This design comes from an exercise in tuning for small area, a short achievable clock period and few clock cycles per item on the open sky130 flow, not from production work.
Only simulation tests tie the RTL to the original design; equivalence was not proved.

==> inputs of lagoon <==
==> flow/design.v (excerpt) <==
module aes_core (
    input  logic                            clk,
    input  logic                            rst,
    input  logic                            start,
    input  logic [aes_pkg::block_width-1:0] plaintext,
    input  logic [aes_pkg::block_width-1:0] key,
    output logic [aes_pkg::block_width-1:0] ciphertext,
    output logic                            valid
);
==> module aes_ctrl, before the edit <==
module aes_ctrl (
    input  logic clk,
    input  logic rst,
    input  logic start,
    input  logic last_round,
    output logic running,
    output logic valid
);
    always_ff @(posedge clk or posedge rst) begin
        if (rst) begin
            running <= 1'b0;
            valid   <= 1'b0;
        end else begin
            valid <= running && last_round;
            if (!running) begin
                running <= start;
            end else if (last_round) begin
                running <= 1'b0;
            end
        end
    end
endmodule
==> module aes_round_counter, before the edit <==
module aes_round_counter (
    input  logic                           clk,
    input  logic                           rst,
    input  logic                           running,
    output logic                           last_round,
    output logic [aes_pkg::byte_width-1:0] rcon
);
    localparam logic [aes_pkg::byte_width-1:0] rcon_last = 8'h36;
    logic [aes_pkg::byte_width-1:0] rcon_q;
    always_ff @(posedge clk or posedge rst) begin
        if (rst) begin
            rcon_q <= '0;
        end else begin
            rcon_q <= aes_pkg::xtime(rcon);
        end
    end
    assign rcon       = running ? rcon_q : aes_pkg::rcon_init;
    assign last_round = (rcon_q == rcon_last);
endmodule
==> module aes_key_schedule, before the edit <==
module aes_key_schedule (
    input  logic                            clk,
    input  logic                            running,
    input  logic [aes_pkg::block_width-1:0] key,
    input  logic [aes_pkg::byte_width-1:0]  rcon,
    output aes_pkg::aes_state_t             round_key,
    output aes_pkg::aes_state_t             prev_key
);
    localparam int word_bytes = aes_pkg::word_width / aes_pkg::byte_width;
    aes_pkg::aes_state_t next_key;
    logic [aes_pkg::word_width-1:0] rot_word;
    logic [aes_pkg::word_width-1:0] sub_word;
    logic [aes_pkg::word_width-1:0] w0_rcon;
    assign prev_key = running ? round_key : key;
    assign rot_word = {prev_key.words[3][aes_pkg::word_width-aes_pkg::byte_width-1:0],
                       prev_key.words[3][aes_pkg::word_width-1 -: aes_pkg::byte_width]};
    for (genvar i = 0; i < word_bytes; i++) begin : g_sbox
        aes_sbox i_sbox (
            .a (rot_word[aes_pkg::byte_width*i +: aes_pkg::byte_width]),
            .y (sub_word[aes_pkg::byte_width*i +: aes_pkg::byte_width])
        );
    end
    assign w0_rcon = prev_key.words[0] ^ {rcon, {(aes_pkg::word_width-aes_pkg::byte_width){1'b0}}};
    logic [aes_pkg::word_width-1:0] w01, w012, w0123;
    assign w01   = w0_rcon ^ prev_key.words[1];
    assign w012  = w01 ^ prev_key.words[2];
    assign w0123 = w012 ^ prev_key.words[3];
    always_comb begin
        next_key.words[0] = w0_rcon ^ sub_word;
        next_key.words[1] = w01 ^ sub_word;
        next_key.words[2] = w012 ^ sub_word;
        next_key.words[3] = w0123 ^ sub_word;
    end
    always_ff @(posedge clk) begin
        round_key <= next_key;
    end
endmodule
==> module aes_round, before the edit <==
module aes_round (
    input  logic                            clk,
    input  logic                            rst,
    input  logic                            running,
    input  logic                            valid,
    input  logic [aes_pkg::block_width-1:0] plaintext,
    input  aes_pkg::aes_state_t             round_key,
    input  aes_pkg::aes_state_t             round_in_key,
    output logic [aes_pkg::block_width-1:0] ciphertext
);
    localparam int num_bytes = aes_pkg::block_width / aes_pkg::byte_width;
    localparam int num_cols  = aes_pkg::block_width / aes_pkg::word_width;
    aes_pkg::aes_state_t cur_state;
    aes_pkg::aes_state_t mix_state;
    aes_pkg::aes_state_t add_state;
    aes_pkg::aes_state_t sub_state;
    aes_pkg::aes_state_t shift_state;
    logic [aes_pkg::block_width-1:0] result;
    function automatic logic [aes_pkg::word_width-1:0] mix_column(
        input logic [aes_pkg::word_width-1:0] col
    );
        logic [aes_pkg::byte_width-1:0] a0, a1, a2, a3;
        logic [aes_pkg::byte_width-1:0] s0, s1, s2, s3;
        {a0, a1, a2, a3} = col;
        s0 = a0 ^ a1;
        s1 = a1 ^ a2;
        s2 = a2 ^ a3;
        s3 = a3 ^ a0;
        mix_column = {aes_pkg::xtime(s0) ^ (s2 ^ a1),
                      aes_pkg::xtime(s1) ^ (s3 ^ a2),
                      aes_pkg::xtime(s2) ^ (s0 ^ a3),
                      aes_pkg::xtime(s3) ^ (s1 ^ a0)};
    endfunction
    always_comb begin
        for (int c = 0; c < num_cols; c++) begin
            mix_state.words[c] = mix_column(cur_state.words[c]);
        end
    end
    assign add_state = (running ? mix_state : plaintext) ^ round_in_key;
    for (genvar i = 0; i < num_bytes; i++) begin : g_sbox
        aes_sbox i_sbox (
            .a (add_state.bytes[i]),
            .y (sub_state.bytes[i])
        );
    end
    always_comb begin
        for (int c = 0; c < num_cols; c++) begin
            for (int r = 0; r < num_cols; r++) begin
                shift_state.bytes[num_cols*c + r] =
                    sub_state.bytes[num_cols*((c + r) % num_cols) + r];
            end
        end
    end
    always_ff @(posedge clk) begin
        cur_state <= shift_state;
    end
    assign ciphertext = valid ? (cur_state ^ round_key) : result;
    always_ff @(posedge clk or posedge rst) begin
        if (rst) begin
            result <= '0;
        end else begin
            result <= ciphertext;
        end
    end
endmodule
==> module aes_core, before the edit <==
module aes_core (
    input  logic                            clk,
    input  logic                            rst,
    input  logic                            start,
    input  logic [aes_pkg::block_width-1:0] plaintext,
    input  logic [aes_pkg::block_width-1:0] key,
    output logic [aes_pkg::block_width-1:0] ciphertext,
    output logic                            valid
);
    logic                           running;
    logic                           last_round;
    logic [aes_pkg::byte_width-1:0] rcon;
    aes_pkg::aes_state_t            round_key;
    aes_pkg::aes_state_t            round_in_key;
    aes_ctrl i_aes_ctrl (
        .clk        (clk),
        .rst        (rst),
        .start      (start),
        .last_round (last_round),
        .running    (running),
        .valid      (valid)
    );
    aes_round_counter i_aes_round_counter (
        .clk        (clk),
        .rst        (rst),
        .running    (running),
        .last_round (last_round),
        .rcon       (rcon)
    );
    aes_key_schedule i_aes_key_schedule (
        .clk       (clk),
        .running   (running),
        .key       (key),
        .rcon      (rcon),
        .round_key (round_key),
        .prev_key  (round_in_key)
    );
    aes_round i_aes_round (
        .clk        (clk),
        .rst        (rst),
        .running    (running),
        .valid      (valid),
        .plaintext    (plaintext),
        .round_key    (round_key),
        .round_in_key (round_in_key),
        .ciphertext (ciphertext)
    );
endmodule
==> flow/config.mk <==
export PLATFORM = sky130hd
export DESIGN_NAME = aes_core
export DESIGN_NICKNAME = aes_core
export VERILOG_FILES = /design/flow/design.v
export SDC_FILE = /design/flow/constraint.sdc
export NUM_CORES = 8
export LEC_CHECK = 0
export ABC_AREA = 1
export CAP_MARGIN = 20
export CORE_MARGIN = 2
export CORE_UTILIZATION = 45
export SETUP_SLACK_MARGIN = 1.4
export SLEW_MARGIN = 20
==> flow/constraint.sdc <==
create_clock -name core_clock -period 7.0 [get_ports {clk}]
set_input_delay 1.4000 -clock core_clock [delete_from_list [all_inputs] [get_ports {clk}]]
set_output_delay 1.4000 -clock core_clock [all_outputs]
set_load 0.01 [all_outputs]
standard.sh (not shown) runs the stock make flow with config.mk's settings and CLKGATE_MAP_FILE= SYNTH_SCRIPT=/design/flow/synth_recipe.tcl, a recipe that flattens the netlist after the stock synthesis.
==> flow/flow/run.sh <==
#!/bin/bash
# Standard ORFS layout with these changes:
#  - synthesis maps the logic with its own ABC script
#    (flow/abc_area.script: delay-oriented mapping with some area
#    recovery), which suits this XOR-heavy design far better than
#    the stock scripts;
#  - synthesis skips the half/full-adder extraction, which would
#    freeze XOR/AND pairs of the S-boxes into slow adder cells;
#  - every port still gets its own buffer, but the smallest one.
# The registers and their names are those of the standard synthesis.
# make's output goes to make_finish.log; each ORFS step writes its
# own full log under orfs/logs/.
set -euo pipefail
WORK=$(pwd)
rm -rf "$WORK/scripts_mod"
cp -r "$FLOW_HOME/scripts" "$WORK/scripts_mod"
cp "$WORK/flow/abc_area.script" "$WORK/scripts_mod/abc_area.script"
bash "$WORK/standard.sh" SCRIPTS_DIR="$WORK/scripts_mod" ABC_AREA=1 ADDER_MAP_FILE= \
    BUFFER_PORTS_ARGS="-buffer_cell sky130_fd_sc_hd__buf_1" \
    finish > "$WORK/make_finish.log" 2>&1
==> flow/flow/abc_area.script <==
strash
dc2
&get -n
&dch -f
&nf -p -R 50
&put
topo
stime -c
buffer -c
upsize -c
dnsize -c
==> xenon: changes against lagoon <==
--- a/flow/design.v
+++ b/flow/design.v
@@ -163,5 +163,9 @@
     input  logic last_round,
-    output logic running,
+    output logic load,
+    output logic step,
     output logic valid
 );
+    logic running;
+    assign load = start && !running;
+    assign step = running;
     always_ff @(posedge clk or posedge rst) begin
@@ -172,5 +176,5 @@
             valid <= running && last_round;
-            if (!running) begin
-                running <= start;
-            end else if (last_round) begin
+            if (load) begin
+                running <= 1'b1;
+            end else if (running && last_round) begin
                 running <= 1'b0;
@@ -184,3 +188,4 @@
     input  logic                           rst,
-    input  logic                           running,
+    input  logic                           load,
+    input  logic                           step,
     output logic                           last_round,
@@ -188,13 +193,16 @@
 );
-    localparam logic [aes_pkg::byte_width-1:0] rcon_last = 8'h36;
-    logic [aes_pkg::byte_width-1:0] rcon_q;
+    logic [aes_pkg::round_width-1:0] count;
     always_ff @(posedge clk or posedge rst) begin
         if (rst) begin
-            rcon_q <= '0;
-        end else begin
-            rcon_q <= aes_pkg::xtime(rcon);
+            count <= '0;
+            rcon  <= '0;
+        end else if (load) begin
+            count <= {{(aes_pkg::round_width-1){1'b0}}, 1'b1};
+            rcon  <= aes_pkg::rcon_init;
+        end else if (step) begin
+            count <= count + 1'b1;
+            rcon  <= aes_pkg::xtime(rcon);
         end
     end
-    assign rcon       = running ? rcon_q : aes_pkg::rcon_init;
-    assign last_round = (rcon_q == rcon_last);
+    assign last_round = (count == aes_pkg::num_rounds);
 endmodule
@@ -203,3 +211,3 @@
     input  logic                            clk,
-    input  logic                            running,
+    input  logic                            load,
     input  logic [aes_pkg::block_width-1:0] key,
@@ -207,6 +215,5 @@
     output aes_pkg::aes_state_t             round_key,
-    output aes_pkg::aes_state_t             prev_key
+    output aes_pkg::aes_state_t             next_key
 );
     localparam int word_bytes = aes_pkg::word_width / aes_pkg::byte_width;
-    aes_pkg::aes_state_t next_key;
     logic [aes_pkg::word_width-1:0] rot_word;
@@ -214,5 +221,4 @@
     logic [aes_pkg::word_width-1:0] w0_rcon;
-    assign prev_key = running ? round_key : key;
-    assign rot_word = {prev_key.words[3][aes_pkg::word_width-aes_pkg::byte_width-1:0],
-                       prev_key.words[3][aes_pkg::word_width-1 -: aes_pkg::byte_width]};
+    assign rot_word = {round_key.words[3][aes_pkg::word_width-aes_pkg::byte_width-1:0],
+                       round_key.words[3][aes_pkg::word_width-1 -: aes_pkg::byte_width]};
     for (genvar i = 0; i < word_bytes; i++) begin : g_sbox
@@ -223,7 +229,6 @@
     end
-    assign w0_rcon = prev_key.words[0] ^ {rcon, {(aes_pkg::word_width-aes_pkg::byte_width){1'b0}}};
-    logic [aes_pkg::word_width-1:0] w01, w012, w0123;
-    assign w01   = w0_rcon ^ prev_key.words[1];
-    assign w012  = w01 ^ prev_key.words[2];
-    assign w0123 = w012 ^ prev_key.words[3];
+    assign w0_rcon = round_key.words[0] ^ {rcon, {(aes_pkg::word_width-aes_pkg::byte_width){1'b0}}};
+    logic [aes_pkg::word_width-1:0] w01, w23;
+    assign w01 = w0_rcon ^ round_key.words[1];
+    assign w23 = round_key.words[2] ^ round_key.words[3];
     always_comb begin
@@ -231,7 +236,11 @@
         next_key.words[1] = w01 ^ sub_word;
-        next_key.words[2] = w012 ^ sub_word;
-        next_key.words[3] = w0123 ^ sub_word;
+        next_key.words[2] = round_key.words[2] ^ next_key.words[1];
+        next_key.words[3] = w23 ^ next_key.words[1];
     end
     always_ff @(posedge clk) begin
-        round_key <= next_key;
+        if (load) begin
+            round_key <= key;
+        end else begin
+            round_key <= next_key;
+        end
     end
@@ -242,8 +251,9 @@
     input  logic                            rst,
-    input  logic                            running,
-    input  logic                            valid,
+    input  logic                            load,
+    input  logic                            step,
+    input  logic                            last_round,
     input  logic [aes_pkg::block_width-1:0] plaintext,
     input  aes_pkg::aes_state_t             round_key,
-    input  aes_pkg::aes_state_t             round_in_key,
-    output logic [aes_pkg::block_width-1:0] ciphertext
+    input  aes_pkg::aes_state_t             next_key,
+    output aes_pkg::aes_state_t             state
 );
@@ -252,3 +262,2 @@
     aes_pkg::aes_state_t cur_state;
-    aes_pkg::aes_state_t mix_state;
     aes_pkg::aes_state_t add_state;
@@ -256,3 +265,3 @@
     aes_pkg::aes_state_t shift_state;
-    logic [aes_pkg::block_width-1:0] result;
+    aes_pkg::aes_state_t mix_state;
     function automatic logic [aes_pkg::word_width-1:0] mix_column(
@@ -272,8 +281,3 @@
     endfunction
-    always_comb begin
-        for (int c = 0; c < num_cols; c++) begin
-            mix_state.words[c] = mix_column(cur_state.words[c]);
-        end
-    end
-    assign add_state = (running ? mix_state : plaintext) ^ round_in_key;
+    assign add_state = cur_state ^ round_key;
     for (genvar i = 0; i < num_bytes; i++) begin : g_sbox
@@ -292,11 +296,19 @@
     end
+    always_comb begin
+        for (int c = 0; c < num_cols; c++) begin
+            mix_state.words[c] = mix_column(shift_state.words[c]);
+        end
+    end
     always_ff @(posedge clk) begin
-        cur_state <= shift_state;
+        if (load) begin
+            cur_state <= plaintext;
+        end else begin
+            cur_state <= mix_state;
+        end
     end
-    assign ciphertext = valid ? (cur_state ^ round_key) : result;
     always_ff @(posedge clk or posedge rst) begin
         if (rst) begin
-            result <= '0;
-        end else begin
-            result <= ciphertext;
+            state <= '0;
+        end else if (step && last_round) begin
+            state <= shift_state ^ next_key;
         end
@@ -314,3 +326,4 @@
 );
-    logic                           running;
+    logic                           load;
+    logic                           step;
     logic                           last_round;
@@ -318,3 +331,3 @@
     aes_pkg::aes_state_t            round_key;
-    aes_pkg::aes_state_t            round_in_key;
+    aes_pkg::aes_state_t            next_key;
     aes_ctrl i_aes_ctrl (
@@ -324,3 +337,4 @@
         .last_round (last_round),
-        .running    (running),
+        .load       (load),
+        .step       (step),
         .valid      (valid)
@@ -330,3 +344,4 @@
         .rst        (rst),
-        .running    (running),
+        .load       (load),
+        .step       (step),
         .last_round (last_round),
@@ -336,3 +351,3 @@
         .clk       (clk),
-        .running   (running),
+        .load      (load),
         .key       (key),
@@ -340,3 +355,3 @@
         .round_key (round_key),
-        .prev_key  (round_in_key)
+        .next_key  (next_key)
     );
@@ -345,8 +360,9 @@
         .rst        (rst),
-        .running    (running),
-        .valid      (valid),
-        .plaintext    (plaintext),
-        .round_key    (round_key),
-        .round_in_key (round_in_key),
-        .ciphertext (ciphertext)
+        .load       (load),
+        .step       (step),
+        .last_round (last_round),
+        .plaintext  (plaintext),
+        .round_key  (round_key),
+        .next_key   (next_key),
+        .state      (ciphertext)
     );
==> flow/flow/abc_area.script (replaced) <==
strash
dc2
&get -n
&dch
&nf -p -R 20
&put
topo
stime -c
buffer -c
upsize -c
dnsize -c
Settings changed: SETUP_SLACK_MARGIN 1.4 to 1.25.
==> pepper: changes against lagoon <==
--- a/flow/design.v
+++ b/flow/design.v
@@ -206,6 +206,6 @@
     input  logic [aes_pkg::byte_width-1:0]  rcon,
-    output aes_pkg::aes_state_t             round_key,
-    output aes_pkg::aes_state_t             prev_key
+    output aes_pkg::aes_state_t             round_key
 );
     localparam int word_bytes = aes_pkg::word_width / aes_pkg::byte_width;
+    aes_pkg::aes_state_t prev_key;
     aes_pkg::aes_state_t next_key;
@@ -245,4 +245,4 @@
     input  logic [aes_pkg::block_width-1:0] plaintext,
+    input  logic [aes_pkg::block_width-1:0] key,
     input  aes_pkg::aes_state_t             round_key,
-    input  aes_pkg::aes_state_t             round_in_key,
     output logic [aes_pkg::block_width-1:0] ciphertext
@@ -252,3 +252,3 @@
     aes_pkg::aes_state_t cur_state;
-    aes_pkg::aes_state_t mix_state;
+    aes_pkg::aes_state_t mix_state;     
     aes_pkg::aes_state_t add_state;
@@ -257,8 +257,11 @@
     logic [aes_pkg::block_width-1:0] result;
-    function automatic logic [aes_pkg::word_width-1:0] mix_column(
-        input logic [aes_pkg::word_width-1:0] col
+    function automatic logic [aes_pkg::word_width-1:0] mix_add_column(
+        input logic [aes_pkg::word_width-1:0] col,
+        input logic [aes_pkg::word_width-1:0] key_col
     );
         logic [aes_pkg::byte_width-1:0] a0, a1, a2, a3;
+        logic [aes_pkg::byte_width-1:0] k0, k1, k2, k3;
         logic [aes_pkg::byte_width-1:0] s0, s1, s2, s3;
         {a0, a1, a2, a3} = col;
+        {k0, k1, k2, k3} = key_col;
         s0 = a0 ^ a1;
@@ -267,6 +270,6 @@
         s3 = a3 ^ a0;
-        mix_column = {aes_pkg::xtime(s0) ^ (s2 ^ a1),
-                      aes_pkg::xtime(s1) ^ (s3 ^ a2),
-                      aes_pkg::xtime(s2) ^ (s0 ^ a3),
-                      aes_pkg::xtime(s3) ^ (s1 ^ a0)};
+        mix_add_column = {aes_pkg::xtime(s0) ^ (s2 ^ (a1 ^ k0)),
+                          aes_pkg::xtime(s1) ^ (s3 ^ (a2 ^ k1)),
+                          aes_pkg::xtime(s2) ^ (s0 ^ (a3 ^ k2)),
+                          aes_pkg::xtime(s3) ^ (s1 ^ (a0 ^ k3))};
     endfunction
@@ -274,6 +277,6 @@
         for (int c = 0; c < num_cols; c++) begin
-            mix_state.words[c] = mix_column(cur_state.words[c]);
+            mix_state.words[c] = mix_add_column(cur_state.words[c], round_key.words[c]);
         end
     end
-    assign add_state = (running ? mix_state : plaintext) ^ round_in_key;
+    assign add_state = running ? mix_state : (plaintext ^ key);
     for (genvar i = 0; i < num_bytes; i++) begin : g_sbox
@@ -318,3 +321,2 @@
     aes_pkg::aes_state_t            round_key;
-    aes_pkg::aes_state_t            round_in_key;
     aes_ctrl i_aes_ctrl (
@@ -339,4 +341,3 @@
         .rcon      (rcon),
-        .round_key (round_key),
-        .prev_key  (round_in_key)
+        .round_key (round_key)
     );
@@ -347,5 +348,5 @@
         .valid      (valid),
-        .plaintext    (plaintext),
-        .round_key    (round_key),
-        .round_in_key (round_in_key),
+        .plaintext  (plaintext),
+        .key        (key),
+        .round_key  (round_key),
         .ciphertext (ciphertext)
==> flow/flow/abc_area.script (replaced) <==
strash
dc2
&get -n
&dch
&nf -p -R 50
&put
topo
stime -c
buffer -c
upsize -c
dnsize -c
==> summary.txt <==
Between pepper and lagoon, the lower die area is in lagoon (gap 0.57%, measured against lagoon).
Clock-buffer cell count, lowest first: xenon, lagoon, pepper.
In cell count, lagoon and xenon hardly differ.
The lowest clock skew belongs to lagoon, the highest to xenon.
Against pepper, the sequential share of layout area of lagoon is lower by 0.068 points.
The highest final area belongs to lagoon, the lowest to xenon.
==> figures <==
metric                                                                                    pepper                    xenon                            lagoon
Result of the run                                                        complete, no violations  complete, no violations           complete, no violations
Core utilization of the finished layout                                                    53.7%                    53.6%                             54.2%
Capturing element of the worst setup path                              i_aes_round.cur_state[79]    i_aes_round.state[19]  i_aes_key_schedule.round_key[22]
Fraction of area in clock buffers and inverters                                            3.59%                    3.56%                             3.78%
Kind of critical path                                                    input port to flip-flop   flip-flop to flip-flop            flip-flop to flip-flop
Number of clock buffers in the layout                                                         71                       58                                67
Total of cells resized after clock tree synthesis                                             57                       52                                57
Number of cells in the design after placement                                               6254                     6174                              6136
Via count of the first global-routing pass                                                 32100                    31500                             31400
Slew HR                                                                                    37.7%                    30.6%                             38.1%
Hold path startpoint                                               i_aes_round_counter.rcon_q[3]    i_aes_round.state[72]     i_aes_round_counter.rcon_q[0]
Fraction of post-synthesis cell area in the top cell type by area                          36.0%                    30.6%                             31.9%
WHS                                                                                     0.506 ns                 0.480 ns                          0.467 ns
Testbench counts of lagoon, summed over its fixed seeds: cycles 9,600, blocks 960.
Testbench counts of xenon, summed over its fixed seeds: cycles 10,560, blocks 960.
Testbench counts of pepper, summed over its fixed seeds: cycles 9,600, blocks 960.

[afterwards: timing with drivers on the ports]
In the flow no input, the clock included, has a driving cell. The finished layouts below were timed again as built, in two steps.
Step 1 sets driving cells, clkbuf_16 on the clock port and buf_2 on the other inputs (assumed; they add their load-dependent delay and slew).
Step 2, shift: input delay + t, output delay - t, t = (earliest + latest rising clock arrival at the registers) / 2. This alone moves slack from input paths to output paths.
Three values: ideal ports, drivers, drivers and shift; two values: the first two.
| run | t (ns) | setup slack, ns | hold slack, ns | latest minus earliest clock arrival (ns) | worst slew at a driven data input, ns |
|---|---|---|---|---|---|
| lagoon | 0.696 | 1.498 / 1.498 / 0.901 | 0.467 / 0.467 / 0.467 | 0.013 / 0.013 | 0.08 |
| xenon | 0.685 | 1.413 / 1.413 / 1.413 | 0.480 / 0.480 / 0.480 | 0.036 / 0.037 | 0.12 |
| pepper | 0.676 | 1.523 / 1.556 / 0.884 | 0.506 / 0.506 / 0.506 | 0.030 / 0.031 | 0.05 |
After both steps setup and hold are still met in every run listed. For pepper, which loses most, drivers alone change the setup slack by +0.033 ns; drivers and shift together by -0.639 ns.
